This is an optimization exercise on Yosys and OpenROAD, whose aim is small area, a short achievable clock period and few clock cycles per item, not a production implementation. The RTL was checked by simulation tests, not by an equivalence proof against the original design.

## qr_cordic_top
module qr_cordic_top
#(
	parameter int ROWS     = 8,
	parameter int ITER_NUM = 12
)
(
	input  logic         clk,
	input  logic         rst,
	input  logic         en,
	input  logic [11:0]  rd_a_data,
	output logic         rd_a,
	output logic [3:0]   rd_a_addr,
	output logic         wr_r,
	output logic [3:0]   wr_r_addr,
	output logic [11:0]  wr_r_data,
	output logic         valid
);
	typedef logic signed [11:0] smp_t;
	localparam logic [3:0] PH_K = 4'd12;
	logic       busy;
	logic [3:0] slot;
	logic [3:0] ph;       
	logic [3:0] ph_d;     
	logic       wr_r11;
	logic       wr_r12;
	logic       wr_r22;
	always_ff @(posedge clk or posedge rst) begin
		if (rst) begin
			busy   <= 1'b0;
			valid  <= 1'b0;
			wr_r11 <= 1'b0;
			wr_r12 <= 1'b0;
			wr_r22 <= 1'b0;
		end else begin
			if (en) begin
				busy  <= 1'b1;
				valid <= 1'b0;
			end else if (wr_r22) begin
				busy  <= 1'b0;
				valid <= 1'b1;
			end
			wr_r11 <= busy && (slot == 4'd8) && (ph == PH_K);
			wr_r12 <= wr_r11;
			wr_r22 <= busy && (slot == 4'd10) && (ph == 4'd0);
		end
	end
	always_ff @(posedge clk) begin
		ph_d  <= ph;
		last1 <= (ph == 4'd11);
		last2 <= last1;
		if (en) begin
			slot <= '0;
			ph   <= 4'd11;
		end else if (ph == PH_K) begin
			ph   <= (slot == 4'd0) ? 4'd1 : 4'd0;
			slot <= slot + 4'd1;
		end else begin
			ph <= ph + 4'd1;
		end
	end
	assign rd_a      = busy && (slot <= 4'd7) && (ph == 4'd11 || ph == PH_K);
  ...
Size: roughly 1,700 cells after synthesis, roughly 92 flip-flops, about 38 I/O pins, roughly 14,000 um^2 of cells after synthesis.
clock: 6.5 ns
lec_check: 0
cap_margin: 20
core_margin: 2
core_utilization: 40
setup_slack_margin: 3.2
slew_margin: 20
run.sh (not shown) runs the stock make flow with config.mk's settings and CLKGATE_MAP_FILE= SYNTH_SCRIPT=/design/flow/synth_recipe.tcl, a recipe that flattens the netlist after the stock synthesis.
Testbench counts at the start, summed over its fixed seeds: cycles 15,504, items 128.
Next try:
SETUP_SLACK_MARGIN = not set   (was 3.2)
Cell area came out lower by about a fifth; setup slack is worse by 0.60 ns; die area is unchanged; utilization fell by 9.7 points.
Next try:
SETUP_SLACK_MARGIN = 2.5   (was not set)
Non-clock buffer count rose by 42.
Worst setup slack is better by 0.73 ns.
Wire length climbs by about 4%.
Area after synthesis is unchanged.
Clock skew fell by 0.0036 ns.
Utilization came out higher by 2.7 points.
Register-to-register slack improved by 0.73 ns.
Design area is higher by about 6%.
Die area is unchanged.

========
Setup of v6:
The RTL this note starts from:
==> flow/design.v <==
package qr_pkg;
	localparam int R_LEN = 12;
	typedef logic signed [R_LEN-1:0] sample_t;
	function automatic sample_t add_sub(input sample_t x, input sample_t v, input logic d);
		logic [R_LEN:0] s;
		s = {x, 1'b1} + {(d ? v : ~v), ~d};
		add_sub = s[R_LEN:1];
	endfunction
	typedef logic [2*R_LEN+2:0] kpart_t;
	function automatic kpart_t scale_k_p1(input sample_t v, input logic dneg, input logic dnz);
		logic [21:0] w;
		logic [21:0] k;
		logic [21:0] a, b, f, g;
		logic [21:0] s1, c1, s2, c2, s3, c3;
		logic [9:0]  lo;
		w = {{10{v[R_LEN-1]}}, v};
		k = dnz ? (dneg ? -22'sd309 : 22'sd313) : 22'sd2;
		a = w << 8;
		b = w << 6;
		f = ~(w << 3);
		g = ~w;
		s1 = a ^ b ^ f;
		c1 = ((a & b) | (a & f) | (b & f)) << 1;
		s2 = s1 ^ c1 ^ g;
		c2 = ((s1 & c1) | (s1 & g) | (c1 & g)) << 1;
		s3 = s2 ^ c2 ^ k;
		c3 = ((s2 & c2) | (s2 & k) | (c2 & k)) << 1;
		lo = {1'b0, s3[8:0]} + {1'b0, c3[8:0]};
		scale_k_p1 = {s3[20:9], c3[20:9], lo[9],
		              dnz & ~dneg & (v == 12'sh7ff), dnz & dneg & (v == 12'sh800)};
	endfunction
	function automatic sample_t scale_k_p2(input kpart_t p);
		logic [R_LEN:0] t;
		sample_t r;
		t = {p[26:15], 1'b1} + {p[14:3], p[2]};
		r = t[R_LEN:1];
		if (p[1]) begin
			scale_k_p2 = {11'h592, r[0]};
		end else if (p[0]) begin
			scale_k_p2 = {11'h26d, r[0]};
		end else begin
			scale_k_p2 = r;
		end
	endfunction
endpackage
module qr_cordic_top
#(
	parameter int ROWS     = 8,
	parameter int ITER_NUM = 12
)
(
	input  logic         clk,
	input  logic         rst,
	input  logic         en,
	input  logic [11:0]  rd_a_data,
	output logic         rd_a,
	output logic [3:0]   rd_a_addr,
	output logic         wr_r,
	output logic [3:0]   wr_r_addr,
	output logic [11:0]  wr_r_data,
	output logic         valid
);
	typedef logic signed [11:0] smp_t;
	logic        busy;
	logic [3:0]  slot;
	logic [12:0] ph;      
	logic [12:0] ph_d;    
	logic [12:0] ph_d3;   
	logic       wr_r11;
	logic       wr_r12;
	logic       wr_r22;
	always_ff @(posedge clk or posedge rst) begin
		if (rst) begin
			busy   <= 1'b0;
			valid  <= 1'b0;
			wr_r11 <= 1'b0;
			wr_r12 <= 1'b0;
			wr_r22 <= 1'b0;
		end else begin
			if (en) begin
				busy  <= 1'b1;
				valid <= 1'b0;
			end else if (wr_r22) begin
				busy  <= 1'b0;
				valid <= 1'b1;
			end
			wr_r11 <= busy && (slot == 4'd8) && ph[12];
			wr_r12 <= wr_r11;
			wr_r22 <= busy && (slot == 4'd10) && ph[2];
		end
	end
	assign ph_d  = {ph[0], ph[12:1]};
	assign ph_d3 = {ph[2:0], ph[12:3]};
	always_ff @(posedge clk) begin
		if (en) begin
			slot <= '0;
			ph   <= 13'd1 << 11;
		end else begin
			ph <= {ph[11:0], ph[12]};
			if (ph[12]) begin
				slot <= slot + 4'd1;
			end
		end
	end
	assign rd_a      = busy && (slot <= 4'd7) && (ph[11] || ph[12]);
	assign rd_a_addr = {slot[2:0], ph[12]};
	assign wr_r      = wr_r11 | wr_r12 | wr_r22;
	assign wr_r_addr = {2'b00, wr_r22, ~wr_r11};
	smp_t x1, y1, x2, y2, x3, y3;
	logic d1;
	logic d1_q;
	logic d3;
	logic last1;    
	logic last2;    
	logic last3;    
	logic last4;    
	assign last1 = ph[12];
	assign last2 = ph[0];
	assign last3 = ph[1];
	assign last4 = ph[2];
	function automatic smp_t shr(input smp_t v, input logic [12:0] p);
		smp_t t;
		shr = '0;
		for (int i = 0; i < 12; i++) begin
			t   = v >>> i;
			shr = shr | ({12{p[i]}} & t);
		end
	endfunction
	assign d1 = ~y1[11];
	assign d3 = ~y3[11];
	always_ff @(posedge clk) begin
		d1_q <= d1;
	end
	smp_t            k_in;
	logic            k_nz;
	logic            k_neg;
	qr_pkg::kpart_t  k_part;
	smp_t            k_out;
	assign k_in  = ({12{ph[11]}} & x1) | ({12{ph[12]}} & x2) | ({12{ph[0]}} & y2) | ({12{ph[1]}} & x3);
	assign k_nz  = (ph[11] & y1[11]) | (ph[12] & y2[11]) | (ph[1] & y3[11]);
	assign k_neg = ph[12] & d1_q;
	always_ff @(posedge clk) begin
		k_part <= qr_pkg::scale_k_p1(k_in, k_neg, k_nz);
	end
	assign k_out = qr_pkg::scale_k_p2(k_part);
	always_ff @(posedge clk) begin
		if (last1) begin
			x1 <= (slot == 4'd0) ? '0 : k_out;
			y1 <= rd_a_data;
		end else begin
			x1 <= qr_pkg::add_sub(x1, shr(y1, ph), d1);
			y1 <= qr_pkg::add_sub(y1, shr(x1, ph), ~d1);
		end
	end
	always_ff @(posedge clk) begin
		if (last2) begin
			x2 <= (slot == 4'd1) ? '0 : k_out;
			y2 <= rd_a_data;
		end else begin
			x2 <= qr_pkg::add_sub(x2, shr(y2, ph_d), d1_q);
			y2 <= qr_pkg::add_sub(y2, shr(x2, ph_d), ~d1_q);
		end
	end
	always_ff @(posedge clk) begin
		if (last4) begin
			x3 <= (slot == 4'd2) ? '0 : k_out;
		end else begin
			x3 <= qr_pkg::add_sub(x3, shr(y3, ph_d3), d3);
		end
		if (last3) begin
			y3 <= k_out;
		end else begin
			y3 <= qr_pkg::add_sub(y3, shr(x3, ph_d3), ~d3);
		end
	end
	assign wr_r_data = ({12{wr_r11}} & x1) | ({12{wr_r12}} & x2) | ({12{wr_r22}} & x3);
endmodule
==> flow/config.mk <==
export PLATFORM = sky130hd
export DESIGN_NAME = qr_cordic_top
export DESIGN_NICKNAME = qr_cordic_top
export VERILOG_FILES = /design/flow/design.v
export SDC_FILE = /design/flow/constraint.sdc
export NUM_CORES = 4
export LEC_CHECK = 0
export CAP_MARGIN = 20
export CORE_MARGIN = 2
export CORE_UTILIZATION = 40
export SETUP_SLACK_MARGIN = 2.9
export SLEW_MARGIN = 20
==> flow/constraint.sdc <==
create_clock -name core_clock -period 6.5 [get_ports {clk}]
set_input_delay 1.3000 -clock core_clock [delete_from_list [all_inputs] [get_ports {clk}]]
set_output_delay 1.3000 -clock core_clock [all_outputs]
set_load 0.01 [all_outputs]
Testbench counts of v6, summed over its fixed seeds: cycles 15,888, items 128.
The following lists how v7 was set up differently from v6:
Settings: changing SETUP_SLACK_MARGIN from 2.9 to 2.5.
[summary]
| setup skew after layout | v6 vs v7 | ≈ equal |. After synthesis and placement, the instance count of v7 is below that of v6. Relative to v6, maximum fanout encountered on the critical timing path has gone up in v7. Post-route fraction of the period consumed by the critical path delta for v7 relative to v6: 3.6 points higher. v7 vs v6: utilization down. Summary: design area, v7 better than v6.

-- what the ideal ports hide --
No port has a modelled driver above. Below, the same layouts with a new extraction and two added sets of constraints.
Step 1 sets driving cells, clkbuf_16 on the clock port and buf_2 on the other inputs (assumed; they add their load-dependent delay and slew).
Step 2 times the ports against the registers' clock, not the clock port: input delays grow and output delays shrink by t, the midpoint of the rising clock arrivals with the driver on.
Three values: no drivers, after step 1, after step 2; two values: the first two.
run	shift t [ns]	setup slack, ns	pins driven straight from the clock port
the first run of note 1	0.413	2.478 / 2.478 / 2.478	1
the second run of note 1	0.417	1.881 / 1.881 / 1.850	1
the third run of note 1	0.409	2.606 / 2.606 / 2.312	1
v6	0.481	2.871 / 2.820 / 2.953	1
v7	0.482	2.635 / 2.635 / 2.635	1
After both steps every run listed still meets setup and hold. For the third run of note 1, which loses most, drivers alone change the setup slack by 0.000 ns; drivers and shift together by -0.294 ns.
